What follows belongs to an exercise in optimizing a design on an open flow for small area, a short achievable clock period and few clock cycles per item; a production flow would make more cautious choices. Where RTL was checked, it was by simulation tests only, not by an equivalence proof against the original. Power is estimated from default activity; no workload was simulated.

==> flow/design.v <==
module axi_slave_mem #(
    parameter int ADDR_WIDTH = 32,
    parameter int DATA_WIDTH = 32,
    parameter int MEM_DEPTH  = 64
) (
    input  logic                    aclk,
    input  logic                    arst,
    input  logic [3:0]              awid,
    input  logic [ADDR_WIDTH-1:0]   awaddr,
    input  logic [3:0]              awlen,
    input  logic [2:0]              awsize,
    input  logic [1:0]              awburst,
    input  logic [1:0]              awlock,
    input  logic [1:0]              awcache,
    input  logic [1:0]              awprot,
    input  logic                    awvalid,
    output logic                    awready,
    input  logic [3:0]              wid,
    input  logic [DATA_WIDTH-1:0]   wdata,
    input  logic [DATA_WIDTH/8-1:0] wstrb,
    input  logic                    wlast,
    input  logic                    wvalid,
    output logic                    wready,
    output logic [3:0]              bid,
    output logic [1:0]              bresp,
    output logic                    bvalid,
    input  logic                    bready,
    input  logic [3:0]              arid,
    input  logic [ADDR_WIDTH-1:0]   araddr,
    input  logic [3:0]              arlen,
    input  logic [2:0]              arsize,
    input  logic [1:0]              arburst,
    input  logic [1:0]              arlock,
    input  logic [1:0]              arcache,
    input  logic [1:0]              arprot,
    input  logic                    arvalid,
    output logic                    arready,
    output logic [3:0]              rid,
    output logic [DATA_WIDTH-1:0]   rdata,
    output logic [1:0]              rresp,
    output logic                    rlast,
    output logic                    rvalid,
    input  logic                    rready
);
    localparam int BYTES = DATA_WIDTH / 8;
    localparam int LSB   = $clog2(BYTES);
    localparam int IDX_W = (MEM_DEPTH > 1) ? $clog2(MEM_DEPTH) : 1;
    typedef struct packed {
        logic [10:0] lo;      
        logic        hz;      
        logic        hn;      
        logic [3:0]  hx;      
        logic [3:0]  len;
        logic [2:0]  size;
        logic [1:0]  burst;
        logic [3:0]  id;
        logic [3:0]  cnt;     
        logic        err;     
    } bst_t;
    function automatic logic cfg_err(
        input logic [2:0] size,
        input logic [3:0] len,
        input logic [1:0] burst
    );
        logic bad_wrap;
        bad_wrap = (burst == 2'b10) &&
                   !(len == 4'd1 || len == 4'd3 ||
                     len == 4'd7 || len == 4'd15);
        cfg_err = (burst == 2'b11) || (int'(size) > LSB) || bad_wrap;
    endfunction
    function automatic bst_t load(
        input logic [ADDR_WIDTH-1:0] a,
        input logic [3:0]  len,
        input logic [2:0]  size,
        input logic [1:0]  burst,
        input logic [3:0]  id
    );
        bst_t s;
        s.lo    = a[10:0];
        s.hz    = (a[ADDR_WIDTH-1:11] == '0);
        s.hn    = (a[ADDR_WIDTH-1:15] == '1);
        s.hx    = a[14:11];
        s.len   = len;
        s.size  = size;
        s.burst = burst;
        s.id    = id;
        s.cnt   = 4'd0;
        s.err   = cfg_err(size, len, burst);
        load = s;
    endfunction
    function automatic logic oor(input bst_t s);
        oor = !s.hz || (s.lo[10:8] != 3'd0);
    endfunction
    function automatic logic last(input bst_t s);
        last = (s.cnt == s.len);
    endfunction
    function automatic bst_t advance(input bst_t s);
        bst_t        n;
        logic [11:0] sum;
        logic [10:0] inc;
        logic [10:0] mask;
        n    = s;
        inc  = 11'(1) << s.size;
        mask = (11'({1'b0, s.len} + 5'd1) << s.size) - 11'd1;
        sum  = {1'b0, s.lo} + {1'b0, inc};
        case (s.burst)
            2'b01: begin
                n.lo = sum[10:0];
                if (sum[11]) begin
                    n.hz = s.hn && (s.hx == 4'hf);
                    n.hn = s.hn && (s.hx != 4'hf);
                    n.hx = s.hx + 4'd1;
                end
            end
            2'b10:   n.lo = (s.lo & ~mask) | (sum[10:0] & mask);
            default: n.lo = s.lo;
        endcase
        n.cnt = s.cnt + 4'd1;
        advance = n;
    endfunction
    logic unused_ok;
    assign unused_ok = ^{awlock, awcache, awprot,
                         arlock, arcache, arprot};
    logic [MEM_DEPTH-1:0][DATA_WIDTH-1:0] mem;
    logic [MEM_DEPTH-1:0]  vld;
    logic                  m_we;
    logic [IDX_W-1:0]      m_widx;
    logic [BYTES-1:0]      m_strb;
    logic [DATA_WIDTH-1:0] m_wdat;
    always_ff @(posedge aclk or negedge arst) begin
        if (!arst) vld <= '0;
        else if (m_we) vld[m_widx] <= 1'b1;
    end
    for (genvar g = 0; g < MEM_DEPTH; g++) begin : g_word
        for (genvar b = 0; b < BYTES; b++) begin : g_byte
            always_ff @(posedge aclk)
                if (m_we && m_widx == IDX_W'(g) && (m_strb[b] || !vld[g]))
                    mem[g][b*8 +: 8] <= m_wdat[b*8 +: 8];
        end
    end
    bst_t       wc, wp;          
    logic       wc_v, wp_v;
    logic       aw_rdy, w_rdy;
    logic       bq0_v, bq1_v;
    logic [3:0] bq0_id, bq1_id;
    logic       bq0_e, bq1_e;
    bst_t       aw_in, ws;       
    logic       aw_hs, w_hs, ws_last, w_berr, b_push, b_pop;
    assign aw_in  = load(awaddr, awlen, awsize, awburst, awid);
    assign aw_hs  = awvalid && aw_rdy;
    assign w_hs   = wvalid && w_rdy;
    assign ws      = wc_v ? wc : aw_in;
    assign ws_last = last(ws);
    assign w_berr  = (wlast != ws_last) || (wid != ws.id) || oor(ws);
    assign b_push  = w_hs && ws_last;
    assign b_pop   = bq0_v && bready;
    always_ff @(posedge aclk or negedge arst) begin
        if (!arst) m_we <= 1'b0;
        else       m_we <= w_hs && !oor(ws);
    end
    always_ff @(posedge aclk) begin
        m_widx <= ws.lo[LSB +: IDX_W];
        m_strb <= wstrb;
        for (int b = 0; b < BYTES; b++)
            m_wdat[b*8 +: 8] <= wstrb[b] ? wdata[b*8 +: 8] : 8'd0;
    end
    bst_t wc_n, wp_n;
    logic wc_vn, wp_vn, bq0_vn, bq1_vn;
    logic [3:0] bq0_idn, bq1_idn;
    logic bq0_en, bq1_en;
    logic ws_err;
    always_comb begin
        wc_n  = wc;
        wc_vn = wc_v;
        wp_n  = wp;
        wp_vn = wp_v;
        ws_err = ws.err || w_berr;
        if (w_hs) begin
            if (ws_last) begin
                if (wp_v) begin
                    wc_n  = wp;
                    wc_vn = 1'b1;
                    wp_vn = 1'b0;
                end else if (aw_hs && wc_v) begin
                    wc_n  = aw_in;
                    wc_vn = 1'b1;
                end else begin
                    wc_vn = 1'b0;
                end
            end else begin
                wc_n     = advance(ws);
                wc_n.err = ws_err;
                wc_vn    = 1'b1;
            end
        end else if (aw_hs && !wc_v) begin
            wc_n  = aw_in;
            wc_vn = 1'b1;
        end
        if (aw_hs && wc_v && !(w_hs && ws_last)) begin
            wp_n  = aw_in;
            wp_vn = 1'b1;
        end
        bq0_vn  = bq0_v;
        bq0_idn = bq0_id;
        bq0_en  = bq0_e;
        bq1_vn  = bq1_v;
        bq1_idn = bq1_id;
        bq1_en  = bq1_e;
        if (b_pop) begin
            bq0_vn  = bq1_v;
            bq0_idn = bq1_id;
            bq0_en  = bq1_e;
            bq1_vn  = 1'b0;
        end
        if (b_push) begin
            if (!bq0_vn) begin
                bq0_vn  = 1'b1;
                bq0_idn = ws.id;
                bq0_en  = ws_err;
            end else begin
                bq1_vn  = 1'b1;
                bq1_idn = ws.id;
                bq1_en  = ws_err;
            end
        end
    end
    always_ff @(posedge aclk or negedge arst) begin
        if (!arst) begin
            wc_v   <= 1'b0;
            wp_v   <= 1'b0;
            bq0_v  <= 1'b0;
            bq1_v  <= 1'b0;
            aw_rdy <= 1'b0;
            w_rdy  <= 1'b0;
        end else begin
            wc_v   <= wc_vn;
            wp_v   <= wp_vn;
            bq0_v  <= bq0_vn;
            bq1_v  <= bq1_vn;
            aw_rdy <= !wp_vn;
            w_rdy  <= !(bq1_vn && (!wc_vn || last(wc_n)));
        end
    end
    always_ff @(posedge aclk) begin
        wc     <= wc_n;
        wp     <= wp_n;
        bq0_id <= bq0_idn;
        bq0_e  <= bq0_en;
        bq1_id <= bq1_idn;
        bq1_e  <= bq1_en;
    end
    assign awready = aw_rdy;
    assign wready  = w_rdy;
    assign bvalid  = bq0_v;
    assign bid     = bq0_id;
    assign bresp   = {bq0_e, 1'b0};
    bst_t       rc, rp;          
    logic       rc_v, rp_v, ar_rdy;
    logic       ar_hs, fetch, r_oor;
    bst_t       ar_in;
    logic                  o_v, o_last, o_err;
    logic [3:0]            o_id;
    logic [DATA_WIDTH-1:0] o_data;
    assign ar_in = load(araddr, arlen, arsize, arburst, arid);
    assign ar_hs = arvalid && ar_rdy;
    assign fetch = rc_v && (!o_v || rready);
    assign r_oor = oor(rc);
    logic [MEM_DEPTH-1:0]  r_sel;
    logic [DATA_WIDTH-1:0] r_data;
    always_comb begin
        r_data = '0;
        for (int i = 0; i < MEM_DEPTH; i++)
            r_data = r_data | (mem[i] & {DATA_WIDTH{r_sel[i]}});
    end
    bst_t rc_n, rp_n;
    logic rc_vn, rp_vn;
    always_comb begin
        rc_n  = rc;
        rc_vn = rc_v;
        rp_n  = rp;
        rp_vn = rp_v;
        if (fetch) begin
            if (last(rc)) begin
                if (rp_v) begin
                    rc_n  = rp;
                    rp_vn = 1'b0;
                end else if (ar_hs) begin
                    rc_n  = ar_in;
                end else begin
                    rc_vn = 1'b0;
                end
            end else begin
                rc_n = advance(rc);
            end
        end else if (ar_hs && !rc_v) begin
            rc_n  = ar_in;
            rc_vn = 1'b1;
        end
        if (ar_hs && rc_v && !(fetch && last(rc))) begin
            rp_n  = ar_in;
            rp_vn = 1'b1;
        end
    end
    always_ff @(posedge aclk or negedge arst) begin
        if (!arst) begin
            rc_v   <= 1'b0;
            rp_v   <= 1'b0;
            ar_rdy <= 1'b0;
            o_v    <= 1'b0;
        end else begin
            rc_v   <= rc_vn;
            rp_v   <= rp_vn;
            ar_rdy <= !rp_vn;
            if (fetch)       o_v <= 1'b1;
            else if (rready) o_v <= 1'b0;
        end
    end
    always_ff @(posedge aclk) begin
        rc <= rc_n;
        rp <= rp_n;
        for (int i = 0; i < MEM_DEPTH; i++)
            r_sel[i] <= vld[i] && !oor(rc_n) &&
                        (rc_n.lo[LSB +: IDX_W] == IDX_W'(i));
        if (fetch) begin
            o_id   <= rc.id;
            o_last <= last(rc);
            o_err  <= rc.err || r_oor;
            o_data <= r_data;
        end
    end
    assign arready = ar_rdy;
    assign rvalid  = o_v;
    assign rid    = o_id;
    assign rlast  = o_last;
    assign rresp  = {o_err, 1'b0};
    assign rdata  = o_data;
endmodule
clock: 8.0 ns
lec_check: 0
cap_margin: 20
core_margin: 2
core_utilization: 25
place_density: 0.35
setup_slack_margin: 4
slew_margin: 20
synth_memory_max_bits: 16384
run.sh (not shown) runs the stock make flow with config.mk's settings and CLKGATE_MAP_FILE= SYNTH_SCRIPT=/design/flow/synth_recipe.tcl, a recipe that flattens the netlist after the stock synthesis.
Testbench counts at the start, summed over its fixed seeds: cycles 22,070, beats 28,664.
Rerun with:
--- a/flow/design.v
+++ b/flow/design.v
@@ -124,5 +124,5 @@
     logic [MEM_DEPTH-1:0][DATA_WIDTH-1:0] mem;
     logic [MEM_DEPTH-1:0]  vld;
-    logic                  m_we;
+    logic                  m_we;         
     logic [IDX_W-1:0]      m_widx;
     logic [BYTES-1:0]      m_strb;
@@ -155,13 +155,9 @@
     assign b_push  = w_hs && ws_last;
     assign b_pop   = bq0_v && bready;
-    always_ff @(posedge aclk or negedge arst) begin
-        if (!arst) m_we <= 1'b0;
-        else       m_we <= w_hs && !oor(ws);
-    end
-    always_ff @(posedge aclk) begin
-        m_widx <= ws.lo[LSB +: IDX_W];
-        m_strb <= wstrb;
-        for (int b = 0; b < BYTES; b++)
-            m_wdat[b*8 +: 8] <= wstrb[b] ? wdata[b*8 +: 8] : 8'd0;
+    assign m_we   = w_hs && !oor(ws);
+    assign m_widx = ws.lo[LSB +: IDX_W];
+    assign m_strb = wstrb;
+    for (genvar b = 0; b < BYTES; b++) begin : g_wdat
+        assign m_wdat[b*8 +: 8] = wstrb[b] ? wdata[b*8 +: 8] : 8'd0;
     end
     bst_t wc_n, wp_n;
@@ -266,10 +262,14 @@
     assign fetch = rc_v && (!o_v || rready);
     assign r_oor = oor(rc);
-    logic [MEM_DEPTH-1:0]  r_sel;
+    logic [7:0] rs_a, rs_b;
     logic [DATA_WIDTH-1:0] r_data;
+    logic                  r_vld;
     always_comb begin
         r_data = '0;
-        for (int i = 0; i < MEM_DEPTH; i++)
-            r_data = r_data | (mem[i] & {DATA_WIDTH{r_sel[i]}});
+        r_vld  = 1'b0;
+        for (int i = 0; i < MEM_DEPTH; i++) begin
+            r_data = r_data | (mem[i] & {DATA_WIDTH{rs_a[i/8] && rs_b[i%8]}});
+            r_vld  = r_vld | (vld[i] && rs_a[i/8] && rs_b[i%8]);
+        end
     end
     bst_t rc_n, rp_n;
@@ -319,12 +319,13 @@
         rc <= rc_n;
         rp <= rp_n;
-        for (int i = 0; i < MEM_DEPTH; i++)
-            r_sel[i] <= vld[i] && !oor(rc_n) &&
-                        (rc_n.lo[LSB +: IDX_W] == IDX_W'(i));
+        for (int i = 0; i < 8; i++) begin
+            rs_a[i] <= !oor(rc_n) && (rc_n.lo[LSB+3 +: 3] == 3'(i));
+            rs_b[i] <= (rc_n.lo[LSB +: 3] == 3'(i));
+        end
         if (fetch) begin
             o_id   <= rc.id;
             o_last <= last(rc);
             o_err  <= rc.err || r_oor;
-            o_data <= r_data;
+            o_data <= r_data & {DATA_WIDTH{r_vld}};
         end
     end
=>
- cell area rose by a few percent
- hold slack is better by 15 ps
- clock-buffer cell count fell by 37
- power fell by a few percent
- wire length fell slightly
No functional check of the RTL was part of the second run of this note.

Another version of the RTL of axi_slave_mem (not shown whole).
Size: ~5200 cells after synthesis, roughly 90000 sq um of cells after synthesis.
==> flow/config.mk <==
export PLATFORM = sky130hd
export DESIGN_NAME = axi_slave_mem
export DESIGN_NICKNAME = axi_slave_mem
export VERILOG_FILES = /design/flow/design.v
export SDC_FILE = /design/flow/constraint.sdc
export NUM_CORES = 4
export LEC_CHECK = 0
export CAP_MARGIN = 20
export CORE_MARGIN = 2
export CORE_UTILIZATION = 55
export CTS_CLUSTER_DIAMETER = 80
export CTS_CLUSTER_SIZE = 30
export PLACE_DENSITY = 0.65
export SETUP_SLACK_MARGIN = 5
export SLEW_MARGIN = 20
export SYNTH_MEMORY_MAX_BITS = 16384
==> flow/constraint.sdc <==
create_clock -name core_clock -period 8.0 [get_ports {aclk}]
set_input_delay 1.6000 -clock core_clock [delete_from_list [all_inputs] [get_ports {aclk}]]
set_output_delay 1.6000 -clock core_clock [all_outputs]
set_load 0.01 [all_outputs]
Testbench counts at the start, summed over its fixed seeds: cycles 22,070, beats 28,664.
==> next run, changes <==
--- a/flow/design.v
+++ b/flow/design.v
@@ -98,25 +98,33 @@
         bst_t        n;
         logic [10:0] below;      
         logic [10:0] g;          
         logic [10:0] cin;        
         logic [10:0] inc;        
         logic        cout;       
         logic [10:0] mask;       
         n = s;
         for (int j = 0; j < 11; j++) below[j] = (j < int'(s.size));
         g = s.lo | below;
-        for (int j = 0; j < 11; j++) begin
+        for (int j = 0; j < 7; j++) begin
             cin[j] = 1'b1;
             for (int k = 0; k < j; k++) cin[j] = cin[j] & g[k];
         end
-        cout = &g;
+        cin[7]  = (g[0] & g[1]) & ((g[2] & g[3]) & ((g[4] & g[5]) & g[6]));
+        cin[8]  = (g[0] & g[1]) & ((g[2] & g[3]) & ((g[4] & g[5]) &
+                  (g[6] & s.lo[7])));
+        cin[9]  = (g[0] & g[1]) & ((g[2] & g[3]) & (((g[4] & g[5]) & g[6]) &
+                  (s.lo[7] & s.lo[8])));
+        cin[10] = (g[0] & g[1]) & ((g[2] & g[3]) & (((g[4] & g[5]) & g[6]) &
+                  ((s.lo[7] & s.lo[8]) & s.lo[9])));
+        cout    = (g[0] & g[1]) & ((g[2] & g[3]) & (((g[4] & g[5]) & g[6]) &
+                  ((s.lo[7] & s.lo[8]) & (s.lo[9] & s.lo[10]))));
         inc  = s.lo ^ (cin & ~below);
         mask = (11'(s.len) << s.size) | below;
         case (s.burst)
             2'b01: begin
                 n.lo = inc;
                 if (cout) begin
                     n.hz = s.hn && (s.hx == 4'hf);
                     n.hn = s.hn && (s.hx != 4'hf);
                     n.hx = s.hx + 4'd1;
                 end
@@ -160,22 +168,22 @@
         if (!arst) vld <= '0;
         else if (m_we) vld[m_widx] <= 1'b1;
     end
     for (genvar g = 0; g < MEM_DEPTH; g++) begin : g_word
         for (genvar b = 0; b < BYTES; b++) begin : g_byte
             always_ff @(posedge aclk)
                 if (m_we && m_widx == IDX_W'(g) && (m_strb[b] || !vld[g]))
                     mem[g][b*8 +: 8] <= m_wdat[b*8 +: 8];
         end
     end
-    bst_t       wc, wp;          
-    logic       wc_v, wp_v;
+    bst_t       wc;              
+    logic       wc_v;
     logic [IDX_W-1:0] wk_idx;
     logic             wk_oor;
     logic       aw_rdy, w_rdy;
     logic       bq0_v, bq1_v;
     logic [3:0] bq0_id, bq1_id;
     logic       bq0_e, bq1_e;
     bst_t       aw_in, ws;       
     bst_t       ws_nx;           
     logic [IDX_W-1:0] ws_idx;
     logic       ws_oor;
@@ -194,62 +202,45 @@
     always_ff @(posedge aclk or negedge arst) begin
         if (!arst) m_we <= 1'b0;
         else       m_we <= w_hs && !ws_oor;
     end
     always_ff @(posedge aclk) begin
         m_widx <= ws_idx;
         m_strb <= wstrb;
         for (int b = 0; b < BYTES; b++)
             m_wdat[b*8 +: 8] <= wstrb[b] ? wdata[b*8 +: 8] : 8'd0;
     end
-    bst_t wc_n, wp_n;
-    logic wc_vn, wp_vn, bq0_vn, bq1_vn;
+    bst_t wc_n;
+    logic wc_vn, bq0_vn, bq1_vn;
     logic [3:0] bq0_idn, bq1_idn;
     logic bq0_en, bq1_en;
     logic ws_err;
     logic wk_oorn;
     always_comb begin
         wc_n    = wc;
         wc_vn   = wc_v;
         wk_oorn = wk_oor;
-        wp_n  = wp;
-        wp_vn = wp_v;
         ws_err = ws.err || w_berr;
         if (w_hs) begin
             if (ws_last) begin
-                if (wp_v) begin
-                    wc_n    = wp;
-                    wc_vn   = 1'b1;
-                    wk_oorn = oor(wp);
-                    wp_vn   = 1'b0;
-                end else if (aw_hs && wc_v) begin
-                    wc_n    = aw_in;
-                    wc_vn   = 1'b1;
-                    wk_oorn = oor(aw_in);
-                end else begin
-                    wc_vn = 1'b0;
-                end
+                wc_vn = 1'b0;
             end else begin
                 wc_n     = ws_nx;
                 wc_n.err = ws_err;
                 wc_vn    = 1'b1;
                 wk_oorn  = oor_adv(ws);
             end
-        end else if (aw_hs && !wc_v) begin
+        end else if (aw_hs) begin
             wc_n    = aw_in;
             wc_vn   = 1'b1;
             wk_oorn = oor(aw_in);
         end
-        if (aw_hs && wc_v && !(w_hs && ws_last)) begin
-            wp_n  = aw_in;
-            wp_vn = 1'b1;
-        end
         bq0_vn  = bq0_v;
         bq0_idn = bq0_id;
         bq0_en  = bq0_e;
         bq1_vn  = bq1_v;
         bq1_idn = bq1_id;
         bq1_en  = bq1_e;
         if (b_pop) begin
             bq0_vn  = bq1_v;
             bq0_idn = bq1_id;
             bq0_en  = bq1_e;
@@ -263,39 +254,36 @@
             end else begin
                 bq1_vn  = 1'b1;
                 bq1_idn = ws.id;
                 bq1_en  = ws_err;
             end
         end
     end
     always_ff @(posedge aclk or negedge arst) begin
         if (!arst) begin
             wc_v   <= 1'b0;
-            wp_v   <= 1'b0;
             bq0_v  <= 1'b0;
             bq1_v  <= 1'b0;
             aw_rdy <= 1'b0;
             w_rdy  <= 1'b0;
         end else begin
             wc_v   <= wc_vn;
-            wp_v   <= wp_vn;
             bq0_v  <= bq0_vn;
             bq1_v  <= bq1_vn;
-            aw_rdy <= !wp_vn;
+            aw_rdy <= !wc_vn;
             w_rdy  <= !bq1_vn;
         end
     end
     always_ff @(posedge aclk) begin
         wc     <= wc_n;
         wk_idx <= wc_n.lo[LSB +: IDX_W];
         wk_oor <= wk_oorn;
-        wp     <= wp_n;
         bq0_id <= bq0_idn;
         bq0_e  <= bq0_en;
         bq1_id <= bq1_idn;
         bq1_e  <= bq1_en;
     end
     assign awready = aw_rdy;
     assign wready  = w_rdy;
     assign bvalid  = bq0_v;
     assign bid     = bq0_id;
     assign bresp   = {bq0_e, 1'b0};
The changed run passed the timing, design-rule and antenna checks. Cell area went down by 1.3%. Setup slack improves by 30 ps. Via count is lower by 1.1%. Routed wire length goes up by 0.44%. Combinational power shrinks by 16%. Die area fell by 1.3%. Global-route usage came out higher by 1.2 points. Cell count decreases by 1.0%. Critical path depth is lower by 4. Sequential power falls by about 3%.
Testbench counts after the change, summed over its fixed seeds: cycles 22,070, beats 28,664.

## re-timing with driven ports
No port has a modelled driver above. Below, the same layouts with a new extraction and two added sets of constraints.
Step 1 assumes that a clkbuf_16 drives the clock port and a buf_2 every other input.
Step 2 adds t to the input delays and takes it off the output delays; t is the mean of the earliest and latest rising clock arrival at the registers after step 1. Input paths then give back, and output paths get back, about the clock's delay inside the block.
Slacks: no drivers / after step 1 / after step 2; pairs: no drivers / after step 1.
run | t, ns | setup slack, ns | clock arrival spread, ns | worst data-port slew with drivers (ns) | pins driven straight from the clock port
the first run of note 1 | 1.010 | 4.085 / 4.135 / 3.156 | 0.050 / 0.050 | 0.08 | 1
the second run of note 1 | 1.001 | 3.906 / 3.906 / 3.050 | 0.071 / 0.072 | 0.11 | 1
the first run of note 2 | 0.869 | 4.744 / 4.786 / 3.917 | 0.070 / 0.070 | 0.06 | 1
the second run of note 2 | 0.894 | 4.773 / 4.821 / 3.927 | 0.058 / 0.058 | 0.05 | 1
After both steps setup and hold are still met in every run listed. For the first run of note 1, which loses most, drivers alone change the setup slack by +0.050 ns; drivers and shift together by -0.929 ns.
